Background: an optimization exercise with open tools, aiming at small area and a short achievable clock period. Do not read the settings as production practice.
Function was checked by simulation only, so behaviour that the tests miss may differ from the original.
Power and IR drop assume default switching activity.

rev 12:
Design spi_ram_ctrl, start of the top module:
module spi_ram_ctrl (
  input  logic       clk,
  input  logic       rst_n,
  input  logic [9:0] din,
  input  logic       rx_valid,
  output logic [7:0] dout,
  output logic       tx_valid,
  output logic       cmd_err
);
Size: roughly 23 I/O pins, roughly 84000 um2 of cells after synthesis.
clock: 5.0 ns
lec_check: 0
cap_margin: 20
core_margin: 2
core_utilization: 65
setup_slack_margin: 2.5
slew_margin: 20
run.sh (not shown) runs the stock make flow with config.mk's settings and CLKGATE_MAP_FILE= SYNTH_SCRIPT=/design/flow/synth_recipe.tcl, a recipe that flattens the netlist after the stock synthesis.
> inputs changed (rev 12 -> rev 13)
# rev 12
export LEC_CHECK = 0
export CAP_MARGIN = 20
export CORE_MARGIN = 2
export CORE_UTILIZATION = 65
export SETUP_SLACK_MARGIN = 2.5
export SLEW_MARGIN = 20
create_clock -name core_clock -period 5.0 [get_ports {clk}]
# rev 13
export LEC_CHECK = 0
export CAP_MARGIN = 20
export CORE_MARGIN = 2
export CORE_UTILIZATION = 65
export CTS_CLUSTER_DIAMETER = 100
export CTS_CLUSTER_SIZE = 30
export SETUP_SLACK_MARGIN = 2.5
export SLEW_MARGIN = 20
create_clock -name core_clock -period 5.0 [get_ports {clk}]
--- outcome ---
Worst-path maximum fanout on rev 13 is up relative to rev 12. Looking at fraction of met1 tracks used by global routing across rev 13 and rev 12, the one that comes out higher is rev 12. Setup slack | rev 13 below rev 12. Comparing rev 12 against rev 13, there is no change at all in footprint of the flip-flops and latches.

========
Another version of the RTL of spi_ram_ctrl (not shown whole).
Size in the first run: roughly 2300 flip-flops, roughly 23 I/O pins, ~80000 sq um of cells after synthesis.
Settings: LEC_CHECK=0, CAP_MARGIN=20, CORE_MARGIN=2, CORE_UTILIZATION=65, CTS_CLUSTER_DIAMETER=100, CTS_CLUSTER_SIZE=30, GPL_ROUTABILITY_DRIVEN=0, SETUP_SLACK_MARGIN=2.9, SLEW_MARGIN=20; clock period 5.0 ns.
Edit:
--- a/flow/config.mk
+++ b/flow/config.mk
@@ -12,3 +12,2 @@
 export CTS_CLUSTER_SIZE = 30
-export GPL_ROUTABILITY_DRIVEN = 0
 export SETUP_SLACK_MARGIN = 2.9
=> Core utilization does not change. Sequential cell count is unchanged. Wire length does not change. Clock-buffer cell count is unchanged.

========
== build 28 ==
The RTL this note starts from:
==> flow/design.v <==
module spi_ram_ctrl (
  input  logic       clk,
  input  logic       rst_n,
  input  logic [9:0] din,
  input  logic       rx_valid,
  output logic [7:0] dout,
  output logic       tx_valid,
  output logic       cmd_err
);
  logic        rx_valid_q;
  logic        accept;
  logic [1:0]  opcode;
  logic        wr_addr_vld;
  logic        rd_armed;
  logic [7:0]  wr_addr;
  logic [15:0] rd_lo;
  logic [15:0] rd_hi;
  logic        wr_go;
  logic        rd_fire;
  logic        we_q;
  logic [15:0] we_hi_q;
  logic [15:0] we_lo_q;
  logic [7:0]  wdata_q;
  logic        hit_q;
  logic [7:0]  mem [256];
  logic [7:0]  p   [16];
  logic [7:0]  rd_data;
  assign accept  = rx_valid & ~rx_valid_q;
  assign opcode  = din[9:8];
  assign wr_go   = accept & (opcode == 2'b01) & wr_addr_vld;
  assign rd_fire = accept & (opcode == 2'b11) & rd_armed;
  always_comb begin
    rd_data = '0;
    for (int k = 0; k < 16; k++) rd_data = rd_data | (p[k] & {8{rd_hi[k]}});
  end
  always_ff @(posedge clk or negedge rst_n) begin
    if (!rst_n) begin
      rx_valid_q  <= 1'b0;
      wr_addr_vld <= 1'b0;
      rd_armed    <= 1'b0;
      cmd_err     <= 1'b0;
      tx_valid    <= 1'b0;
      dout        <= '0;
    end else begin
      rx_valid_q <= rx_valid;
      cmd_err    <= accept & (((opcode == 2'b01) & ~wr_addr_vld) |
                              ((opcode == 2'b11) & ~rd_armed));
      if (accept) begin
        tx_valid <= (opcode == 2'b11) & rd_armed;
        case (opcode)
          2'b00:   wr_addr_vld <= 1'b1;
          2'b10:   rd_armed    <= 1'b1;
          2'b11:   rd_armed    <= 1'b0;
          default: ;
        endcase
      end
      if (rd_fire) begin
        dout <= hit_q ? wdata_q : rd_data;
      end
    end
  end
  always_ff @(posedge clk) begin
    if (accept & (opcode == 2'b00)) wr_addr <= din[7:0];
    if (accept & (opcode == 2'b10)) begin
      for (int j = 0; j < 16; j++) begin
        rd_lo[j] <= (din[3:0] == 4'(j));
        rd_hi[j] <= (din[7:4] == 4'(j));
      end
    end
    if (accept) wdata_q <= din[7:0];
    we_q <= wr_go;
    for (int j = 0; j < 16; j++) begin
      we_hi_q[j] <= wr_go & (wr_addr[7:4] == 4'(j));
      we_lo_q[j] <= (wr_addr[3:0] == 4'(j));
    end
    hit_q <= we_q & rd_lo[wr_addr[3:0]] & rd_hi[wr_addr[7:4]];
  end
  always_ff @(posedge clk) begin
    for (int r = 0; r < 256; r++) begin
      if (we_hi_q[r / 16] & we_lo_q[r % 16]) mem[r] <= wdata_q;
    end
  end
  always_ff @(posedge clk) begin
    for (int k = 0; k < 16; k++) begin
      logic [7:0] acc;
      acc = '0;
      for (int j = 0; j < 16; j++) acc = acc | (mem[16*k + j] & {8{rd_lo[j]}});
      p[k] <= acc;
    end
  end
endmodule
Settings: LEC_CHECK=0, CAP_MARGIN=20, CORE_MARGIN=2, CORE_UTILIZATION=65, CTS_CLUSTER_DIAMETER=100, CTS_CLUSTER_SIZE=20, SETUP_SLACK_MARGIN=2.7, SLEW_MARGIN=20; clock period 5.0 ns.
Input changes introduced in build 10 (baseline for comparison: build 28):
- CTS_CLUSTER_SIZE: 20 -> 30
- CORE_UTILIZATION: 65 -> 75
### Flow results
Between build 28 and build 10, the multi-input combinational area share is lower for build 28. Number of antenna violations at the first check in global routing was higher in the run labelled build 10. Of the two values seen for startpoint of the worst setup timing path, dout[4]$_DFFE_PN0P_ was produced by build 28 and tx_valid$_DFFE_PN0P_ by build 10. Compared to build 28, build 10 was floorplanned on a smaller die. Build 10 -> build 28: number of failing hold endpoints at the final stage delta 0, exact match. Compared with build 28, build 10 shows clock network fraction of total power lower by 5.2 points.
diff inputs: build 10 => build 73
- SETUP_SLACK_MARGIN: 2.7 -> 2.9
- CORE_UTILIZATION: 75 -> 65
==> comparison <==
Compare build 10 and build 73 | total wirelength of the detailed-routed design higher: build 73
Final clock period utilization by the worst path was higher in the run labelled build 10.
Build 73 vs build 10 on time the worst path needs with I/O delays and setup: build 73 is the lower one.
Build 73 contains fewer vias than build 10.
Estimated wirelength of the detail-placed design of build 73 exceeds that of build 10 by a few percent.
The total track usage in build 73 was lower than what build 10 gave.
Summary of build 73 over build 10: met2 wire length has increased, highest attainable clock frequency has increased, switching power summed over all nets has increased, multi-input logic area has increased.

[port drivers added, routing unchanged]
The flow's constraints put no driver on any port. The routed layouts listed below were extracted and timed again, unchanged, in two steps. Step 1 sets driving cells, clkbuf_16 on the clock port and buf_2 on the other inputs (assumed; they add their load-dependent delay and slew). Step 2, shift: input delay + t, output delay - t, t = (earliest + latest rising clock arrival at the registers) / 2. This alone moves slack from input paths to output paths. a / b / c = ideal ports / drivers / drivers and shift; a / b = the first two.
run	shift t [ns]	setup WS [ns]	clock arrival spread, ns
rev 12	0.891	2.431 / 2.431 / 1.853	0.033 / 0.033
rev 13	0.789	2.380 / 2.380 / 1.857	0.035 / 0.036
the first run of note 2	0.786	2.655 / 2.578 / 2.200	0.038 / 0.038
the second run of note 2	0.786	2.655 / 2.578 / 2.200	0.038 / 0.038
build 28	0.820	2.596 / 2.524 / 1.912	0.034 / 0.034
build 10	0.782	2.575 / 2.505 / 1.953	0.027 / 0.027
build 73	0.794	2.596 / 2.514 / 2.173	0.034 / 0.035
After both steps every run listed still meets setup and hold. The setup slack of build 28, which loses most, moves by -0.072 ns with the drivers and by -0.684 ns with both steps.
